Context: an optimization exercise on an open-source flow, tuned for small area, a short achievable clock period and few clock cycles per item. The choices shown serve that exercise and are no tape-out recipe. Only simulation tests tie the RTL to the original design; equivalence was not proved.

Design barrett_reduce_pipe, start of the top module:
module barrett_reduce_pipe (
    input  logic        clk,
    input  logic        rst,
    input  logic        in_valid,
    input  logic [63:0] in_data,
    output logic        in_ready,
    output logic        out_valid,
    output logic [31:0] out_data,
    input  logic        out_ready,
    output logic        out_err
);
export LEC_CHECK = 0
export CAP_MARGIN = 20
export CORE_MARGIN = 2
export CORE_UTILIZATION = 55
export CTS_BUF_LIST = sky130_fd_sc_hd__clkbuf_8 sky130_fd_sc_hd__clkbuf_16
export PLACE_DENSITY = 0.75
export SETUP_SLACK_MARGIN = 3.5
export SLEW_MARGIN = 20
export SYNTH_HIERARCHICAL = 1
export SYNTH_MINIMUM_KEEP_SIZE = 0
create_clock -name core_clock -period 9.0 [get_ports {clk}]
standard.sh (not shown) runs the stock make flow with config.mk's settings and CLKGATE_MAP_FILE= SYNTH_SCRIPT=/design/flow/synth_recipe.tcl, a recipe that flattens the netlist after the stock synthesis.
==> flow/flow/run.sh <==
#!/bin/bash
set -e
export BUFFER_PORTS_ARGS="-buffer_cell sky130_fd_sc_hd__buf_1"
bash standard.sh > standard.log 2>&1
The baseline finished with timing, DRC and antenna clean.
Testbench counts at the start, summed over its fixed seeds: cycles 8,016, items 8,000.
Rerun with:
Settings changed: CORE_UTILIZATION 55 to 40, CTS_BUF_LIST sky130_fd_sc_hd__clkbuf_8 sky130_fd_sc_hd__clkbuf_16 to not set, PLACE_DENSITY 0.75 to not set, SETUP_SLACK_MARGIN 3.5 to 3.0.
Core utilization shrinks by 19 points.
Worst setup slack gets worse by 0.21 ns.
Cell count grows by 6.2%.
Critical path depth shrinks by 1.
Wire length stays flat.
Design area shrinks by 2.9%.
Via count shrinks by 3.7%.
Fmax shrinks by 3.7%.
Die area grows by 36%.
Rerun with:
Settings changed: CORE_UTILIZATION 40 to 55, CTS_BUF_LIST set to sky130_fd_sc_hd__clkbuf_8 sky130_fd_sc_hd__clkbuf_16, PLACE_DENSITY set to 0.75, SETUP_SLACK_MARGIN 3.0 to 3.35.
Synthesized cell count does not change.
Register-to-register slack improved by 0.44 ns.
Clock skew is lower by 0.0061 ns.
Global-route usage is higher by 6.8 points.
Routed wire length is lower by 2.4%.
Cell count is lower by 6.5%.
Core utilization is higher by 18 points.

---

try-nickel:
barrett_reduce_pipe again, from the RTL that the note above started with.
export LEC_CHECK = 0
export CAP_MARGIN = 20
export CORE_MARGIN = 2
export CORE_UTILIZATION = 40
export SETUP_SLACK_MARGIN = 3.6
export SLEW_MARGIN = 20
export SYNTH_HIERARCHICAL = 1
export SYNTH_MINIMUM_KEEP_SIZE = 0
create_clock -name core_clock -period 9.0 [get_ports {clk}]
==> flow/flow/run.sh <==
#!/bin/bash
set -e
export BUFFER_PORTS_ARGS="-buffer_cell sky130_fd_sc_hd__buf_2"
bash standard.sh > standard.log 2>&1
Testbench counts of try-nickel, summed over its fixed seeds: cycles 8,016, items 8,000.
Input changes introduced in try-harbor (baseline for comparison: try-nickel):
Settings: SETUP_SLACK_MARGIN changed from 3.6 to 3.2; PLACE_DENSITY newly set to 0.75; GPL_ROUTABILITY_DRIVEN newly set to 0; CTS_BUF_LIST newly set to sky130_fd_sc_hd__clkbuf_8 sky130_fd_sc_hd__clkbuf_16; CORE_UTILIZATION changed from 40 to 55.
==> flow/flow/run.sh <==
#!/bin/bash
set -e
export BUFFER_PORTS_ARGS="-buffer_cell sky130_fd_sc_hd__buf_1"
bash standard.sh > standard.log 2>&1
[summary]
- In the metrics for try-harbor and try-nickel, the one carrying the higher final period demand of the worst path is try-harbor.
- Per the comparison of try-harbor with try-nickel, sequential share of layout area rose 1.3 points, utilization after layout rose 14 points.
- Final design instance area without fill ended up 950 um2 lower on try-harbor than on try-nickel.
- Compared with try-nickel, in try-harbor global-route wire length before repair now smaller; number of global-route vias before repair now smaller; critical path depth now larger; wire length per cell after detailed routing now smaller.
The inputs of try-indigo differ from those of try-harbor as listed below.
Settings: a change of SLEW_MARGIN from 20 to 10; a change of CAP_MARGIN from 20 to 10.
try-indigo reached the end of the flow, and the finished layout is clean on the timing, DRC and antenna checks.
From try-indigo to try-harbor, fmax did not move at all.
Comparing try-harbor against try-indigo, there is no change at all in worst slack at placement.
As far as utilization goes, try-harbor and try-indigo are indistinguishable; the numbers are identical.
Diff try-harbor -> try-indigo: total via count after detailed routing now sits at about the same level.

---

Starting RTL as in the previous note.
==> flow/config.mk <==
export PLATFORM = sky130hd
export DESIGN_NAME = barrett_reduce_pipe
export DESIGN_NICKNAME = barrett_reduce_pipe
export VERILOG_FILES = /design/flow/design.v
export SDC_FILE = /design/flow/constraint.sdc
export NUM_CORES = 4
export LEC_CHECK = 0
export CAP_MARGIN = 20
export CORE_MARGIN = 2
export CORE_UTILIZATION = 65
export CTS_BUF_LIST = sky130_fd_sc_hd__clkbuf_8 sky130_fd_sc_hd__clkbuf_16
export PLACE_DENSITY = 0.85
export SETUP_SLACK_MARGIN = 3.2
export SLEW_MARGIN = 20
export SYNTH_HIERARCHICAL = 1
export SYNTH_MINIMUM_KEEP_SIZE = 0
==> flow/constraint.sdc <==
create_clock -name core_clock -period 9.0 [get_ports {clk}]
set_input_delay 1.8000 -clock core_clock [delete_from_list [all_inputs] [get_ports {clk}]]
set_output_delay 1.8000 -clock core_clock [all_outputs]
set_load 0.01 [all_outputs]
==> flow/flow/run.sh <==
#!/bin/bash
set -e
export BUFFER_PORTS_ARGS="-buffer_cell sky130_fd_sc_hd__buf_1"
bash standard.sh > standard.log 2>&1
Testbench counts at the start, summed over its fixed seeds: cycles 8,016, items 8,000.
==> next run, changes <==
Settings changed: CORE_UTILIZATION 65 to 55, PLACE_DENSITY 0.85 to 0.75.
=>
- The new run went through all stages and came out clean
- utilization drops by 12 points
- clock skew climbs by 0.0044 ns

---

== build 83 ==
barrett_reduce_pipe again, from the RTL that the note above started with.
Settings: LEC_CHECK=0, ABC_AREA=1, CAP_MARGIN=20, CORE_MARGIN=2, CORE_UTILIZATION=60, CTS_BUF_LIST=sky130_fd_sc_hd__clkbuf_4 sky130_fd_sc_hd__clkbuf_8, SETUP_SLACK_MARGIN=3.0, SLEW_MARGIN=20, SYNTH_HIERARCHICAL=1, SYNTH_MINIMUM_KEEP_SIZE=0; clock period 9.0 ns.
==> flow/flow/run.sh <==
#!/bin/bash
set -e
export BUFFER_PORTS_ARGS="-buffer_cell sky130_fd_sc_hd__buf_2"
bash standard.sh > standard.log 2>&1
Per the final summary, build 83 finished and its layout is clean on timing, DRC and antenna.
Testbench counts of build 83, summed over its fixed seeds: cycles 8,016, items 8,000.
Input changes introduced in build 12 (baseline for comparison: build 83):
==> flow/flow/run.sh <==
#!/bin/bash
set -e
export BUFFER_PORTS_ARGS="-buffer_cell sky130_fd_sc_hd__buf_1"
bash standard.sh > standard.log 2>&1
diff --git a/flow/config.mk b/flow/config.mk
--- a/flow/config.mk
+++ b/flow/config.mk
@@ -7,8 +7,6 @@
 export LEC_CHECK = 0
-export ABC_AREA = 1
 export CAP_MARGIN = 20
 export CORE_MARGIN = 2
-export CORE_UTILIZATION = 60
-export CTS_BUF_LIST = sky130_fd_sc_hd__clkbuf_4 sky130_fd_sc_hd__clkbuf_8
-export SETUP_SLACK_MARGIN = 3.0
+export CORE_UTILIZATION = 40
+export SETUP_SLACK_MARGIN = 2.8
 export SLEW_MARGIN = 20
Notes after the runs:
Cell area after technology mapping sits lower in build 12 than in build 83.
Compare build 83 and build 12 | multiplexer share of the synthesized area lower: build 83
Relative to build 83, number of cells in the finished layout apart from fillers decreased by 6.0% in build 12.
Compared with build 83, in build 12 wire length of the first global-routing pass saw a decrease; count of unique library cells instantiated by Yosys up 9.
Where total detailed-routing wirelength is concerned, build 83 is outperformed by build 12.
Edits applied to the flow inputs when going from build 12 to build 75:
==> flow/flow/run.sh <==
#!/bin/bash
set -e
export BUFFER_PORTS_ARGS="-buffer_cell sky130_fd_sc_hd__buf_2"
bash standard.sh > standard.log 2>&1
diff --git a/flow/config.mk b/flow/config.mk
--- a/flow/config.mk
+++ b/flow/config.mk
@@ -10,3 +10,3 @@
 export CORE_UTILIZATION = 40
-export SETUP_SLACK_MARGIN = 2.8
+export SETUP_SLACK_MARGIN = 3.0
 export SLEW_MARGIN = 20
[summary]
The met1 layer wirelength in the final routing number comes out lower for build 12 vs build 75. On via count: build 75 sits above build 12. Per the comparison of build 75 with build 12, post-layout instance area +210 um2, core utilization +0.64 points.

what the ideal ports hide:
Ports are ideal in the flow. The routed layouts listed here were re-timed in OpenROAD. Step 1, drivers: a clkbuf_16 drives clk and a buf_2 each remaining input, both assumed. Step 2 moves the port delays by t, midway between the first and last clock arrival at a register: inputs arrive t later, outputs are due t later. That takes back most of the time a late clock gives input paths. a / b / c = no drivers / after step 1 / after step 2; a / b = the first two.
run	shift t [ns]	setup slack, ns	clock arrival spread, ns	pins driven straight from the clock port
the first run of note 1	0.398	3.360 / 3.356 / 2.957	0.016 / 0.017	1
the second run of note 1	0.395	3.145 / 3.163 / 2.768	0.025 / 0.025	1
the third run of note 1	0.407	3.334 / 3.353 / 2.945	0.023 / 0.023	1
try-nickel	0.409	3.333 / 3.334 / 2.925	0.019 / 0.018	1
try-harbor	0.402	3.301 / 3.324 / 2.922	0.021 / 0.020	1
try-indigo	0.402	3.301 / 3.324 / 2.922	0.021 / 0.020	1
the first run of note 3	0.394	3.245 / 3.249 / 2.856	0.014 / 0.015	1
the second run of note 3	0.402	3.271 / 3.289 / 2.886	0.019 / 0.019	1
build 83	0.431	3.230 / 3.248 / 2.817	0.016 / 0.016	1
build 12	0.406	2.961 / 2.978 / 2.571	0.022 / 0.023	1
build 75	0.409	3.078 / 3.104 / 2.695	0.025 / 0.024	1
After both steps setup and hold are still met in every run listed. For build 83, which loses most, drivers alone change the setup slack by +0.018 ns; drivers and shift together by -0.413 ns.
